This design comes from an exercise in tuning for small area, a short achievable clock period and few clock cycles per item on the open sky130 flow, not from production work. Function was checked by simulation only, so behaviour that the tests miss may differ from the original.

[design.v]
package rsob_pkg;
  localparam int CB    = 8;
  localparam int FULL  = (1 << CB) - 1;
  localparam int PW    = 2 * CB;       
  localparam int TW    = 3 * CB;       
  localparam int NW    = TW + 1;       
  localparam int DW    = PW + 1;       
  localparam int QW    = CB + 1;       
  localparam int NSTG  = 3 + QW;
  localparam int NLANE = 4;
  localparam int LANE_ALPHA = 3;
  localparam logic [PW-1:0] ALPHA_DIV = PW'(FULL * FULL);
  typedef struct packed {
    logic vld;    
    logic byp;    
  } ctl_t;
endpackage
import rsob_pkg::*;
module rsob_front (
  input  logic          clk,
  input  logic [1:0]    en,
  input  logic [CB-1:0] fa,
  input  logic [CB-1:0] ba,
  output logic [PW-1:0] bainv,
  output logic [PW-1:0] den
);
  logic [PW-1:0] fa_full;
  always_ff @(posedge clk) begin
    if (en[0]) begin
      fa_full <= {fa, {CB{1'b0}}} - PW'(fa);
      bainv   <= PW'(ba) * PW'(CB'(FULL) - fa);
    end
  end
  always_ff @(posedge clk) begin
    if (en[1]) begin
      den <= fa_full + bainv;
    end
  end
endmodule
import rsob_pkg::*;
module rsob_lane (
  input  logic            clk,
  input  logic [NSTG-1:0] en,
  input  logic [CB-1:0]   fa,
  input  logic [CB-1:0]   fc,
  input  logic [CB-1:0]   bc,
  input  logic [CB-1:0]   pass_in,
  input  logic [PW-1:0]   bainv,
  input  logic [PW-1:0]   div,
  output logic [QW-1:0]   quo,
  output logic [CB-1:0]   pass_out
);
  logic [PW-1:0] fafc;
  logic [CB-1:0] bc1;
  logic [CB-1:0] pass1;
  logic [TW-1:0] t1;
  logic [TW-1:0] t2;
  logic [CB-1:0] pass2;
  logic [TW-1:0] num;
  logic [NW-1:0] rem  [QW];
  logic [DW-1:0] dv   [QW];
  logic [QW-1:0] q    [QW+1];
  logic [CB-1:0] ps   [QW+1];
  always_ff @(posedge clk) begin
    if (en[0]) begin
      fafc  <= PW'(fa) * PW'(fc);
      bc1   <= bc;
      pass1 <= pass_in;
    end
  end
  always_ff @(posedge clk) begin
    if (en[1]) begin
      t1    <= {fafc, {CB{1'b0}}} - TW'(fafc);
      t2    <= TW'(bainv) * TW'(bc1);
      pass2 <= pass1;
    end
  end
  assign num = t1 + t2;
  always_ff @(posedge clk) begin
    if (en[2]) begin
      rem[0] <= {num, 1'b0} + NW'(div);
      dv[0]  <= {div, 1'b0};
      q[0]   <= '0;
      ps[0]  <= pass2;
    end
  end
  for (genvar j = 0; j < QW; j++) begin : g_step
    localparam int K = QW - 1 - j;
    logic [NW-1:0] dsh;
    logic          ge;
    assign dsh = NW'(dv[j]) << K;
    assign ge  = rem[j] >= dsh;
    always_ff @(posedge clk) begin
      if (en[3+j]) begin
        q[j+1]  <= {q[j][QW-2:0], ge};
        ps[j+1] <= ps[j];
      end
    end
    if (j < QW - 1) begin : g_carry
      always_ff @(posedge clk) begin
        if (en[3+j]) begin
          rem[j+1] <= ge ? rem[j] - dsh : rem[j];
          dv[j+1]  <= dv[j];
        end
      end
    end
  end
  assign quo      = q[QW];
  assign pass_out = ps[QW];
endmodule
import rsob_pkg::*;
module rsob_merge (
  input  logic                  clk,
  input  logic                  rst,
  input  logic                  ctl_vld,
  input  logic                  ctl_byp,
  input  logic [NLANE*QW-1:0]   quo,
  input  logic [NLANE*CB-1:0]   pass,
  input  logic                  m_tready,
  output logic                  adv,
  output logic                  m_tvalid,
  output logic [NLANE*CB-1:0]   m_tdata
);
  logic [NLANE*CB-1:0] data_next;
  assign adv = !m_tvalid || m_tready;
  always_comb begin
    for (int i = 0; i < NLANE; i++) begin
      if (ctl_byp) begin
        data_next[i*CB +: CB] = pass[i*CB +: CB];
      end else if (quo[i*QW +: QW] > QW'(FULL)) begin
        data_next[i*CB +: CB] = CB'(FULL);
      end else begin
        data_next[i*CB +: CB] = quo[i*QW +: CB];
      end
    end
  end
  always_ff @(posedge clk) begin
    if (rst) begin
      m_tvalid <= 1'b0;
    end else if (adv) begin
      m_tvalid <= ctl_vld;
    end
  end
  always_ff @(posedge clk) begin
    if (adv && ctl_vld) begin
      m_tdata <= data_next;
    end
  end
endmodule
import rsob_pkg::*;
module rgba_source_over_blend (
  input  logic                clk,
  input  logic                rst,
  input  logic                s_tvalid,
  output logic                s_tready,
  input  logic [8*CB-1:0]     s_tdata,
  output logic                m_tvalid,
  input  logic                m_tready,
  output logic [NLANE*CB-1:0] m_tdata
);
  logic [CB-1:0]   fc    [NLANE];
  logic [CB-1:0]   bc    [NLANE];
  logic [CB-1:0]   pin   [NLANE];
  logic [PW-1:0]   dvin  [NLANE];
  logic [NLANE*QW-1:0] quo;
  logic [NLANE*CB-1:0] pout;
  logic [CB-1:0]   fa;
  logic [CB-1:0]   ba;
  logic [PW-1:0]   bainv;
  logic [PW-1:0]   den;
  logic [NSTG:0]   en;
  logic            adv;
  logic [NSTG-1:0] vld;
  logic [NSTG-1:0] byp;
  assign fa = s_tdata[3*CB +: CB];
  assign ba = s_tdata[7*CB +: CB];
  always_comb begin
    for (int i = 0; i < NLANE; i++) begin
      if (i == LANE_ALPHA) begin
        fc[i]   = CB'(FULL);
        bc[i]   = CB'(FULL);
        pin[i]  = ba;
        dvin[i] = ALPHA_DIV;
      end else begin
        fc[i]   = s_tdata[i*CB +: CB];
        bc[i]   = s_tdata[(4+i)*CB +: CB];
        pin[i]  = s_tdata[(4+i)*CB +: CB];
        dvin[i] = den;
      end
    end
  end
  assign en[NSTG] = adv;
  for (genvar i = 0; i < NSTG; i++) begin : g_en
    assign en[i] = !vld[i] || en[i+1];
  end
  assign s_tready = en[0];
  for (genvar i = 0; i < NSTG; i++) begin : g_ctl
    if (i == 0) begin : g_head
      always_ff @(posedge clk) begin
        if (rst) begin
          vld[0] <= 1'b0;
          byp[0] <= 1'b0;
        end else if (en[0]) begin
          vld[0] <= s_tvalid;
          byp[0] <= (fa == '0);
        end
      end
    end else begin : g_tail
      always_ff @(posedge clk) begin
        if (rst) begin
          vld[i] <= 1'b0;
          byp[i] <= 1'b0;
        end else if (en[i]) begin
          vld[i] <= vld[i-1];
          byp[i] <= byp[i-1];
        end
      end
    end
  end
  rsob_front u_front (
    .clk   (clk),
    .en    (en[1:0]),
    .fa    (fa),
    .ba    (ba),
    .bainv (bainv),
    .den   (den)
  );
  for (genvar i = 0; i < NLANE; i++) begin : g_lane
    rsob_lane u_lane (
      .clk      (clk),
      .en       (en[NSTG-1:0]),
      .fa       (fa),
      .fc       (fc[i]),
      .bc       (bc[i]),
      .pass_in  (pin[i]),
      .bainv    (bainv),
      .div      (dvin[i]),
      .quo      (quo[i*QW +: QW]),
      .pass_out (pout[i*CB +: CB])
    );
  end
  rsob_merge u_merge (
    .clk      (clk),
    .rst      (rst),
    .ctl_vld  (vld[NSTG-1]),
    .ctl_byp  (byp[NSTG-1]),
    .quo      (quo),
    .pass     (pout),
    .m_tready (m_tready),
    .adv      (adv),
    .m_tvalid (m_tvalid),
    .m_tdata  (m_tdata)
  );
endmodule
[run.sh]
#!/bin/bash
# synth_recipe.tcl (not shown) runs the flow's synth.tcl, then flattens the netlist and writes it again
# the make line also repeats each setting of config.mk as NAME=value (left out here)
make -C /OpenROAD-flow-scripts/flow DESIGN_CONFIG=/design/flow/config.mk WORK_HOME=/design/flow/orfs CLKGATE_MAP_FILE= SYNTH_SCRIPT=/design/flow/synth_recipe.tcl finish
[config.mk]
export PLATFORM = sky130hd
export DESIGN_NAME = rgba_source_over_blend
export DESIGN_NICKNAME = rgba_source_over_blend
export VERILOG_FILES = /design/flow/design.v
export SDC_FILE = /design/flow/constraint.sdc
export NUM_CORES = 4
export LEC_CHECK = 0
export CAP_MARGIN = 20
export CORE_MARGIN = 2
export CORE_UTILIZATION = 40
export SLEW_MARGIN = 20
[constraint.sdc]
create_clock -name core_clock -period 10.0 [get_ports {clk}]
set_input_delay 2.0000 -clock core_clock [delete_from_list [all_inputs] [get_ports {clk}]]
set_output_delay 2.0000 -clock core_clock [all_outputs]
set_load 0.01 [all_outputs]
==> impl_metrics.env <==
export IMPL_synth_area_per_cell_um2=11.5
export IMPL_die_area_um2=307000
export IMPL_vias_per_cell=5.22
export IMPL_rr_worst_depth=16
export IMPL_syn_nets=12100
export IMPL_relSlewSlack_pct=23.3
export IMPL_hold_class="flop to flop"
export IMPL_worstMarginPinSlew_ns=1.15
export IMPL_maxCapViolCount=0
export IMPL_syn2layout_area_growth_pct=10.7
export IMPL_grt_pass1_vias=79700
export IMPL_cp_end_kind="primary output"
export IMPL_cts_sinks=1931
export IMPL_dpl_hpwl_um=230000
export IMPL_synth_top_family_by_area="adder cells"
export IMPL_port_buffers=101
export IMPL_timing_rr_end="g_lane[1].u_lane.t2[20]"
export IMPL_cts_root_buf="clkbuf_16"
export IMPL_clk_pin_slew_worst_paths_ns=0.06
export IMPL_clk_path_buf_depth=4
export IMPL_firstDrtPassIters=6
export IMPL_fin_crit_ns=7.49
export IMPL_synth_xor_area_share_pct=5.93
export IMPL_worstHoldPathCells=0
export IMPL_antenna_found_initial=12
export IMPL_setup_ws_ns=2.51
export IMPL_worstPathMaxFanout=70
export IMPL_drt_total_wl_um=296000
export IMPL_drive_gt1_share_pct=5.80
export IMPL_syn_inst=10500
export IMPL_synthSimpleGateAreaFrac_pct=12.4
export IMPL_arrival_ns=5.49
export IMPL_post_cts_buffers=0
export IMPL_min_from="g_lane[2].u_lane.ps[5][7]"
export IMPL_setup_tns_ns=0
export IMPL_synthAdderAreaFrac_pct=19.0
export IMPL_synthFlopType="edfxtp_1"
export IMPL_synth_compound_area_share_pct=9.66
export IMPL_io_pins=102
export IMPL_rows=201
export IMPL_vias=77600
export IMPL_grt_overflow_total=0
export IMPL_die_y_um=554
export IMPL_async_flop_share_pct=0
export IMPL_ant_nets=0
export IMPL_hold_end="g_lane[2].u_lane.ps[6][7]"
export IMPL_placed_cells=14500
export IMPL_rsz0062_at_grt="false"
export IMPL_coreArea_um2=301000
export IMPL_numCtsBuffers=215
export IMPL_design_area_um2=134000
export IMPL_worstPathRequired_ns=8.00
export IMPL_start_util_pct=40.3
export IMPL_synth_warnings=16
export IMPL_cts_tree="done"
export IMPL_gp_congestion=0.910
export IMPL_outcome="no timing/DRC/antenna violations"
export IMPL_synth_edff_count=1906
export IMPL_placed_area_um2=127000
export IMPL_die_w_um=554
export IMPL_yosys_top_cells_area="edfxtp_1 (47%), ha_1 (10%), fa_1 (8.7%), xnor2_1 (4.0%), inv_1 (3.3%)"
export IMPL_synth_top_area_cell="edfxtp_1"
export IMPL_htreeDepth=4
export IMPL_worst_skew_pair_late_latency_ns=0.88
export IMPL_yosysSeqAreaShare_pct=47.7
export IMPL_drt_initial_drc_count=5069
export IMPL_reg2reg_setup_slack_ns=3.52
export IMPL_grt_max_degree=156
export IMPL_finalSetupViolCount=0
export IMPL_max_freq_ghz=0.133
export IMPL_critPathLaunchType="primary input"
export IMPL_cts_resized_gates=0
export IMPL_detailedPlace_worstSlack_ns=2.21
export IMPL_hold_violations=0
export IMPL_skew_ns=0.0983
export IMPL_muxShareOfSynthArea_pct=1.48
export IMPL_track_usage_pct=19.3
export IMPL_ys_seq_elements=1931
export IMPL_timing_rr_start="g_lane[1].u_lane.pass1[2]"
export IMPL_grt_pass1_wl_um=463000
export IMPL_yosysTopAreaCellShare_pct=47.3
export IMPL_finalCritPeriodShare_pct=74.9
export IMPL_routedWlPerCell_um=19.9
export IMPL_synth_cell_type_count=108
export IMPL_final_instance_count_excl_fill=14900
export IMPL_nNetsFinal=12300
export IMPL_route_detailed_drc=0
export IMPL_maxSlewViolCount=0
export IMPL_cts_hold_buf=0
export IMPL_syn_area_um2=121000
export IMPL_worst_setup_path_type="primary input to primary output"
[cell usage after synthesis (28+ instances only)]
cell / number
nor2_1: 653
clkbuf_1: 150
and3_1: 64
inv_1: 1053
a21boi_0: 65
nor3_1: 222
edfxtp_1: 1906
a21o_1: 215
xor2_1: 265
a211oi_1: 55
ha_1: 990
o21ai_0: 417
o21a_1: 76
nor4_1: 72
o31ai_1: 48
nand2_1: 856
a31oi_1: 45
nand2b_1: 93
mux2_2: 122
o21bai_1: 62
o21ai_1: 31
a21oi_1: 588
nor2b_1: 158
nand4b_1: 29
or4_1: 29
fa_1: 528
xnor2_1: 552
nand3_1: 160
nand4_1: 87
and2_1: 381
o211ai_1: 29
or2_2: 28
mux2i_1: 41
or3_1: 71
[logic make-up (layout without fill, tap and decap cells)]
kind of cell               Yosys count  count (layout)
and+or+nand+nor                   3008            3008
muxes                              164             164
AOI/OAI and AO/OA                 1852            1852
DFF                               1931            1931
xor gates and xnor gates           818             818
other                                0               7
buffers and inverters             1247            1614
adders and majority gates         1518            1518
[stage by stage]
| step | hold slack (ns) | utilization, % |
|---|---|---|
| after global routing | 0.373 | 44.6 |
| final | 0.370 | 44.6 |
| after detailed placement | 0.405 | 42.3 |
| after floorplan | 0.400 | - |
| after global placement | 0.401 | 42.3 |
| after CTS | 0.370 | 44.6 |
[cell type report]
| cell class | instances | area [µm²] |
|---|---|---|
| sequential | 1931 | 57700 |
| tap | 3958 | 4950 |
| multi-input combinational | 7360 | 58700 |
| timing repair buffer | 169 | 1580 |
| clock inverter | 143 | 1510 |
| fill | 27200 | 167000 |
| antenna | 7 | 17.5 |
| inverter | 1064 | 4010 |
| clock buffer | 238 | 5510 |
[worst max-delay path, stage by stage]
cell and delay (ns):
clkdlybuf4s50_1 0.44, nor2b_4 0.17, and2_4 0.24, nand4_1 0.15, nor2_2 0.43, and3_1 0.50
and3_4 0.39, nand4_1 0.16, buf_12 0.22, clkdlybuf4s50_1 0.60
[flip-flops by register name, summed over array words and instances (netlist names)]
name / cells
g_lane.u_lane.t1: 96
u_front.bainv: 16
g_lane.u_lane.rem: 873
g_lane.u_lane.pass2: 32
g_lane.u_lane.bc1: 8
g_lane.u_lane.fafc: 62
g_lane.u_lane.pass1: 24
u_front.den: 16
g_lane.u_lane.ps: 320
vld: 12
g_lane.u_lane.dv: 135
u_merge.m_tvalid: 1
byp: 12
g_lane.u_lane.q: 180
u_front.fa_full: 16
u_merge.m_tdata: 32
g_lane.u_lane.t2: 96
[per-layer routing]
metal / vias up / routed length (µm) / part of all wire (%) / track usage [%]
met5: - / 10 / 0.0034 / 0
met2: 1726 / 146000 / 49 / 33.7
met4: 2 / 12300 / 4.2 / 7.28
met3: 493 / 12200 / 4.1 / 2.42
li1: 37800 / - / - / -
met1: 37600 / 126000 / 43 / 24.3
[how the worst max path moves through the flow]
stage | start | end | slack, ns
floorplan | m_tready | s_tready | -5.09
global placement | s_tdata[26] | u_front.bainv[14] | 2.26
detailed placement | s_tdata[29] | u_front.bainv[14] | 2.21
CTS | m_tready | s_tready | 2.56
global route | m_tready | s_tready | 2.36
finish | m_tready | s_tready | 2.51
[cells in the final DEF, fill, tap and decap left out, types with 24 or more instances in the layout]
cell type	n
a211oi_1	54
a21boi_0	65
a21o_1	215
a21oi_1	587
a31oi_1	44
and2_1	380
and3_1	63
buf_4	63
bufinv_16	26
clkbuf_16	217
clkdlybuf4s50_1	101
clkinv_1	48
clkinv_2	31
dfxtp_1	24
edfxtp_1	1906
fa_1	528
ha_1	990
inv_1	1048
mux2_2	122
mux2i_1	41
nand2_1	852
nand2b_1	92
nand3_1	158
nand4_1	87
nand4b_1	29
nor2_1	653
nor2b_1	156
nor3_1	222
nor4_1	72
o211ai_1	29
o21a_1	76
o21ai_0	416
o21ai_1	29
o21bai_1	62
o31ai_1	48
or2_2	28
or3_1	71
or4_1	29
xnor2_1	552
xor2_1	265
Testbench counts, summed over its fixed seeds: cycles 12,104, items 12,000.

port drivers added, routing unchanged:
The flow's constraints put no driver on any port. The routed layout listed below was extracted and timed again, unchanged, in two steps. Step 1 sets driving cells, clkbuf_16 on the clock port and buf_2 on the other inputs (assumed; they add their load-dependent delay and slew). Step 2 times the ports against the registers' clock, not the clock port: input delays grow and output delays shrink by t, the midpoint of the rising clock arrivals with the driver on. a / b / c = no drivers / after step 1 / after step 2; a / b = the first two.
t (ns): 0.942
setup WS [ns]: 2.506 / 2.481 / 2.141
worst register clock-pin slew, ns: 0.07 / 0.07
pins driven straight from the clock port: 1
After both steps setup and hold are still met in this run. For this run, drivers alone change the setup slack by -0.025 ns; drivers and shift together by -0.365 ns.
